Context: an optimization exercise on an open-source flow, tuned for a short achievable clock period and few clock cycles. The choices shown serve that exercise and are no tape-out recipe. At most, simulation tests tie the RTL to the original design; equivalence was not proved.

== run F ==
==> module fixed_divider, before the edit <==
module fixed_divider (
  input  logic              clk,
  input  logic              rst,
  input  logic              go,
  input  logic [31:0]       a_p,
  input  logic [31:0]       a_n,
  input  logic              neg,
  input  logic [23:0]       d,
  input  logic [2:0]        c,
  output logic              busy,
  output logic              mag_v,
  output logic              done,
  output logic [31:0]       q
);
  logic [31:0]      ar;
  logic [31:0]      arp;
  logic [31:0]      arn;
  logic             negr;
  logic [2:0]       cr;
  logic [23:0]      dr;
  logic [27:0]      dmr [1:15];
  logic             align;
  logic             run;
  logic             fix;
  logic [3:0]       cnt;
  logic [23:0]      rem;
  logic [47:0]      xs;
  logic [7:0]  nzp;
  logic [7:0]  nzn;
  logic [3:0]  z4p;
  logic [3:0]  z4n;
  logic [3:0]  z4;
  logic [31:0] ash;
  logic [71:0] xw;
  logic [4:0]  skip;
  logic [3:0]  nd;
  assign ar = negr ? arn : arp;
  always_comb begin
    for (int i = 0; i < 8; i++) begin
      nzp[i] = |arp[4 * i +: 4];
      nzn[i] = |arn[4 * i +: 4];
    end
    z4p = 4'd8;
    z4n = 4'd8;
    for (int i = 0; i < 8; i++) begin
      if (nzp[i]) z4p = 4'(7 - i);
      if (nzn[i]) z4n = 4'(7 - i);
    end
    z4 = negr ? z4n : z4p;
    ash  = ar << (4 * z4);
    xw   = {24'd0, ash, 16'd0} << (4 * cr);
    skip = {1'b0, z4} + {2'b00, cr};
    nd   = (skip >= 5'd12) ? 4'd0 : 4'(5'd12 - skip);
  end
  logic [27:0] dmul [1:15];
  logic [27:0] r1;
  logic [27:0] m3, m5, m6, m7, m9, m10, m11, m12, m13, m14, m15;
  logic [27:0] s11, c11, s13, c13;
  logic [10:0] mco;
  assign r1  = {4'd0, dr};
  assign s11 = (r1 << 3) ^ (r1 << 1) ^ r1;
  assign c11 = (((r1 << 3) & (r1 << 1)) | ((r1 << 3) & r1) | ((r1 << 1) & r1)) << 1;
  assign s13 = (r1 << 3) ^ (r1 << 2) ^ r1;
  assign c13 = (((r1 << 3) & (r1 << 2)) | ((r1 << 3) & r1) | ((r1 << 2) & r1)) << 1;
  ks_add #(.W(28)) u_m3  (.a(r1 << 1), .b(r1),         .cin(1'b0), .sum(m3),  .cout(mco[0]));
  ks_add #(.W(28)) u_m5  (.a(r1 << 2), .b(r1),         .cin(1'b0), .sum(m5),  .cout(mco[1]));
  ks_add #(.W(28)) u_m6  (.a(r1 << 2), .b(r1 << 1),    .cin(1'b0), .sum(m6),  .cout(mco[2]));
  ks_add #(.W(28)) u_m7  (.a(r1 << 3), .b(~r1),        .cin(1'b1), .sum(m7),  .cout(mco[3]));
  ks_add #(.W(28)) u_m9  (.a(r1 << 3), .b(r1),         .cin(1'b0), .sum(m9),  .cout(mco[4]));
  ks_add #(.W(28)) u_m10 (.a(r1 << 3), .b(r1 << 1),    .cin(1'b0), .sum(m10), .cout(mco[5]));
  ks_add #(.W(28)) u_m11 (.a(s11),     .b(c11),        .cin(1'b0), .sum(m11), .cout(mco[6]));
  ks_add #(.W(28)) u_m12 (.a(r1 << 3), .b(r1 << 2),    .cin(1'b0), .sum(m12), .cout(mco[7]));
  ks_add #(.W(28)) u_m13 (.a(s13),     .b(c13),        .cin(1'b0), .sum(m13), .cout(mco[8]));
  ks_add #(.W(28)) u_m14 (.a(r1 << 4), .b(~(r1 << 1)), .cin(1'b1), .sum(m14), .cout(mco[9]));
  ks_add #(.W(28)) u_m15 (.a(r1 << 4), .b(~r1),        .cin(1'b1), .sum(m15), .cout(mco[10]));
  always_comb begin
    dmul[1]  = r1;
    dmul[2]  = r1 << 1;
    dmul[3]  = m3;
    dmul[4]  = r1 << 2;
    dmul[5]  = m5;
    dmul[6]  = m6;
    dmul[7]  = m7;
    dmul[8]  = r1 << 3;
    dmul[9]  = m9;
    dmul[10] = m10;
    dmul[11] = m11;
    dmul[12] = m12;
    dmul[13] = m13;
    dmul[14] = m14;
    dmul[15] = m15;
  end
  logic [27:0] t;
  logic [28:0] tm [16];
  logic [15:0] ge;
  logic [15:0] sel;
  logic [23:0] rem_n;
  logic [3:0]  dig;
  assign t = {rem, xs[47:44]};
  logic [15:1][28:0] tk;
  logic [15:1]       tco;
  for (genvar m = 1; m < 16; m++) begin : g_trial
    ks_add #(.W(29)) u_sub (.a({1'b0, t}), .b(~{1'b0, dmr[m]}), .cin(1'b1), .sum(tk[m]), .cout(tco[m]));
  end
  always_comb begin
    tm[0] = {1'b0, t};
    ge[0] = 1'b1;
    for (int m = 1; m < 16; m++) begin
      tm[m] = tk[m];
      ge[m] = !tm[m][28];
    end
    for (int m = 0; m < 16; m++) sel[m] = ge[m] && ((m == 15) ? 1'b1 : !ge[(m + 1) % 16]);
    rem_n = '0;
    dig   = '0;
    for (int m = 0; m < 16; m++) begin
      rem_n = rem_n | ({24{sel[m]}} & tm[m][23:0]);
      dig   = dig | ({4{sel[m]}} & 4'(m));
    end
  end
  assign mag_v = fix;
  logic [31:0] q_neg;
  logic        qco;
  ks_add #(.W(32)) u_qneg (.a(~q), .b(32'd0), .cin(1'b1), .sum(q_neg), .cout(qco));
  always_ff @(posedge clk) begin
    if (rst) begin
      busy  <= 1'b0;
      done  <= 1'b0;
      align <= 1'b0;
      run   <= 1'b0;
      fix   <= 1'b0;
      cnt   <= '0;
    end else begin
      done  <= fix;
      align <= go;
      fix   <= 1'b0;
      if (go) busy <= 1'b1;
      if (align) begin
        if (nd == 4'd0) begin
          fix <= 1'b1;
        end else begin
          run <= 1'b1;
          cnt <= nd - 4'd1;
        end
      end
      if (run) begin
        cnt <= cnt - 4'd1;
        if (cnt == 4'd0) begin
          run <= 1'b0;
          fix <= 1'b1;
        end
      end
      if (fix) busy <= 1'b0;
    end
  end
  always_ff @(posedge clk) begin
    rem <= align ? xw[71:48] : rem_n;
    xs  <= align ? xw[47:0] : {xs[43:0], 4'd0};
  end
  always_ff @(posedge clk) begin
    arp <= a_p;
    arn <= a_n;
    cr  <= c;
    dr  <= d;
  end
  always_ff @(posedge clk) begin
    if (go) begin
      negr <= neg;
    end
    if (align) begin
      for (int m = 1; m < 16; m++) dmr[m] <= dmul[m];
      q   <= '0;
    end else if (run) begin
      q   <= {q[27:0], dig};
    end else if (fix) begin
      q <= negr ? q_neg : q;
    end
  end
endmodule
Settings: LEC_CHECK=0, ABC_CLOCK_PERIOD_IN_PS=3000, CAP_MARGIN=20, CORE_MARGIN=2, CORE_UTILIZATION=40, SLEW_MARGIN=20; clock period 12.0 ns.
standard.sh (not shown) runs the stock make flow with config.mk's settings and CLKGATE_MAP_FILE= SYNTH_SCRIPT=/design/flow/synth_recipe.tcl, a recipe that flattens the netlist after the stock synthesis.
==> flow/flow/run.sh <==
#!/bin/bash
set -euo pipefail
MARGIN=${SETUP_MARGIN_NS:-8.3}
bash standard.sh SETUP_SLACK_MARGIN=$MARGIN finish 2>&1 | tee standard_flow.log
Input changes introduced in run Z (baseline for comparison: run F):
--- a/flow/design.v
+++ b/flow/design.v
@@ -76,48 +76,38 @@
     ash  = ar << (4 * z4);
     xw   = {24'd0, ash, 16'd0} << (4 * cr);
     skip = {1'b0, z4} + {2'b00, cr};
     nd   = (skip >= 5'd12) ? 4'd0 : 4'(5'd12 - skip);
   end
   logic [27:0] dmul [1:15];
-  logic [27:0] r1;
-  logic [27:0] m3, m5, m6, m7, m9, m10, m11, m12, m13, m14, m15;
-  logic [27:0] s11, c11, s13, c13;
-  logic [10:0] mco;
-  assign r1  = {4'd0, dr};
-  assign s11 = (r1 << 3) ^ (r1 << 1) ^ r1;
-  assign c11 = (((r1 << 3) & (r1 << 1)) | ((r1 << 3) & r1) | ((r1 << 1) & r1)) << 1;
-  assign s13 = (r1 << 3) ^ (r1 << 2) ^ r1;
-  assign c13 = (((r1 << 3) & (r1 << 2)) | ((r1 << 3) & r1) | ((r1 << 2) & r1)) << 1;
-  ks_add #(.W(28)) u_m3  (.a(r1 << 1), .b(r1),         .cin(1'b0), .sum(m3),  .cout(mco[0]));
-  ks_add #(.W(28)) u_m5  (.a(r1 << 2), .b(r1),         .cin(1'b0), .sum(m5),  .cout(mco[1]));
-  ks_add #(.W(28)) u_m6  (.a(r1 << 2), .b(r1 << 1),    .cin(1'b0), .sum(m6),  .cout(mco[2]));
-  ks_add #(.W(28)) u_m7  (.a(r1 << 3), .b(~r1),        .cin(1'b1), .sum(m7),  .cout(mco[3]));
-  ks_add #(.W(28)) u_m9  (.a(r1 << 3), .b(r1),         .cin(1'b0), .sum(m9),  .cout(mco[4]));
-  ks_add #(.W(28)) u_m10 (.a(r1 << 3), .b(r1 << 1),    .cin(1'b0), .sum(m10), .cout(mco[5]));
-  ks_add #(.W(28)) u_m11 (.a(s11),     .b(c11),        .cin(1'b0), .sum(m11), .cout(mco[6]));
-  ks_add #(.W(28)) u_m12 (.a(r1 << 3), .b(r1 << 2),    .cin(1'b0), .sum(m12), .cout(mco[7]));
-  ks_add #(.W(28)) u_m13 (.a(s13),     .b(c13),        .cin(1'b0), .sum(m13), .cout(mco[8]));
-  ks_add #(.W(28)) u_m14 (.a(r1 << 4), .b(~(r1 << 1)), .cin(1'b1), .sum(m14), .cout(mco[9]));
-  ks_add #(.W(28)) u_m15 (.a(r1 << 4), .b(~r1),        .cin(1'b1), .sum(m15), .cout(mco[10]));
+  function automatic logic [27:0] add3(input logic [27:0] x, input logic [27:0] y,
+                                       input logic [27:0] z);
+    logic [27:0] u;
+    logic [27:0] v;
+    u = x ^ y ^ z;
+    v = (x & y) | (x & z) | (y & z);
+    add3 = u + {v[26:0], 1'b0};
+  endfunction
   always_comb begin
+    logic [27:0] r1;
+    r1 = {4'd0, dr};
     dmul[1]  = r1;
     dmul[2]  = r1 << 1;
-    dmul[3]  = m3;
+    dmul[3]  = (r1 << 1) + r1;
     dmul[4]  = r1 << 2;
-    dmul[5]  = m5;
-    dmul[6]  = m6;
-    dmul[7]  = m7;
+    dmul[5]  = (r1 << 2) + r1;
+    dmul[6]  = (r1 << 2) + (r1 << 1);
+    dmul[7]  = (r1 << 3) - r1;
     dmul[8]  = r1 << 3;
-    dmul[9]  = m9;
-    dmul[10] = m10;
-    dmul[11] = m11;
-    dmul[12] = m12;
-    dmul[13] = m13;
-    dmul[14] = m14;
-    dmul[15] = m15;
+    dmul[9]  = (r1 << 3) + r1;
+    dmul[10] = (r1 << 3) + (r1 << 1);
+    dmul[11] = add3(r1 << 3, r1 << 1, r1);
+    dmul[12] = (r1 << 3) + (r1 << 2);
+    dmul[13] = add3(r1 << 3, r1 << 2, r1);
+    dmul[14] = (r1 << 4) - (r1 << 1);
+    dmul[15] = (r1 << 4) - r1;
   end
   logic [27:0] t;
   logic [28:0] tm [16];
   logic [15:0] ge;
   logic [15:0] sel;
   logic [23:0] rem_n;
@@ -176,29 +166,29 @@
         end
       end
       if (fix) busy <= 1'b0;
     end
   end
   always_ff @(posedge clk) begin
-    rem <= align ? xw[71:48] : rem_n;
-    xs  <= align ? xw[47:0] : {xs[43:0], 4'd0};
-  end
-  always_ff @(posedge clk) begin
     arp <= a_p;
     arn <= a_n;
     cr  <= c;
     dr  <= d;
   end
   always_ff @(posedge clk) begin
     if (go) begin
       negr <= neg;
     end
     if (align) begin
       for (int m = 1; m < 16; m++) dmr[m] <= dmul[m];
+      rem <= xw[71:48];
+      xs  <= xw[47:0];
       q   <= '0;
     end else if (run) begin
+      rem <= rem_n;
+      xs  <= {xs[43:0], 4'd0};
       q   <= {q[27:0], dig};
     end else if (fix) begin
       q <= negr ? q_neg : q;
     end
   end
 endmodule
Findings:
- Routed length on met3, run F and run Z: higher on run Z
- Number of buffers created by CTS went down slightly going from run F to run Z.
- Comparing run F and run Z, the higher hold slack is on run F.
- Cmp run Z vs run F: total via count after detailed routing higher in run Z
- First-pass GRT wire length of run Z exceeds that of run F by a few percent.
- Measured against each other, run F and run Z differ in area share of buffers outside the clock network, the higher figure coming from run Z.
- Sort run F and run Z by average instance area after synthesis, descending, and run F comes first.
- The die span in y was comparable across run F and run Z.
- The higher design area of run F and run Z is in run Z.
- Via count of the first global-routing pass ends up lower on run F.
- Run F and run Z ended up with roughly the same starting density of the core.
Testbench counts of run Z, summed over its fixed seeds: cycles 5,425.
For run F, only the layout was checked, not whether the RTL still works.

what the ideal ports hide:
Ports are ideal in the flow. The routed layouts listed here were re-timed in OpenROAD. Step 1 sets driving cells, clkbuf_16 on the clock port and buf_2 on the other inputs (assumed; they add their load-dependent delay and slew). Step 2 also shifts input and output timing later by t, the mid clock arrival at the registers, as if the neighbouring blocks saw the same clock. Slacks: ideal ports / drivers / drivers and shift; pairs: ideal ports / drivers.
| run | shift t [ns] | setup WS [ns] | worst hold slack (ns) | worst setup path after step 2 | pins driven straight from the clock port |
|---|---|---|---|---|---|
| run F | 1.119 | 7.739 / 7.739 / 7.326 | 0.321 / 0.321 / 0.321 | input to register | 1 |
| run Z | 1.145 | 7.726 / 7.726 / 7.359 | 0.291 / 0.291 / 0.291 | input to register | 1 |
After both steps every run listed still meets setup and hold. For run F, which loses most, drivers alone change the setup slack by 0.000 ns; drivers and shift together by -0.413 ns.
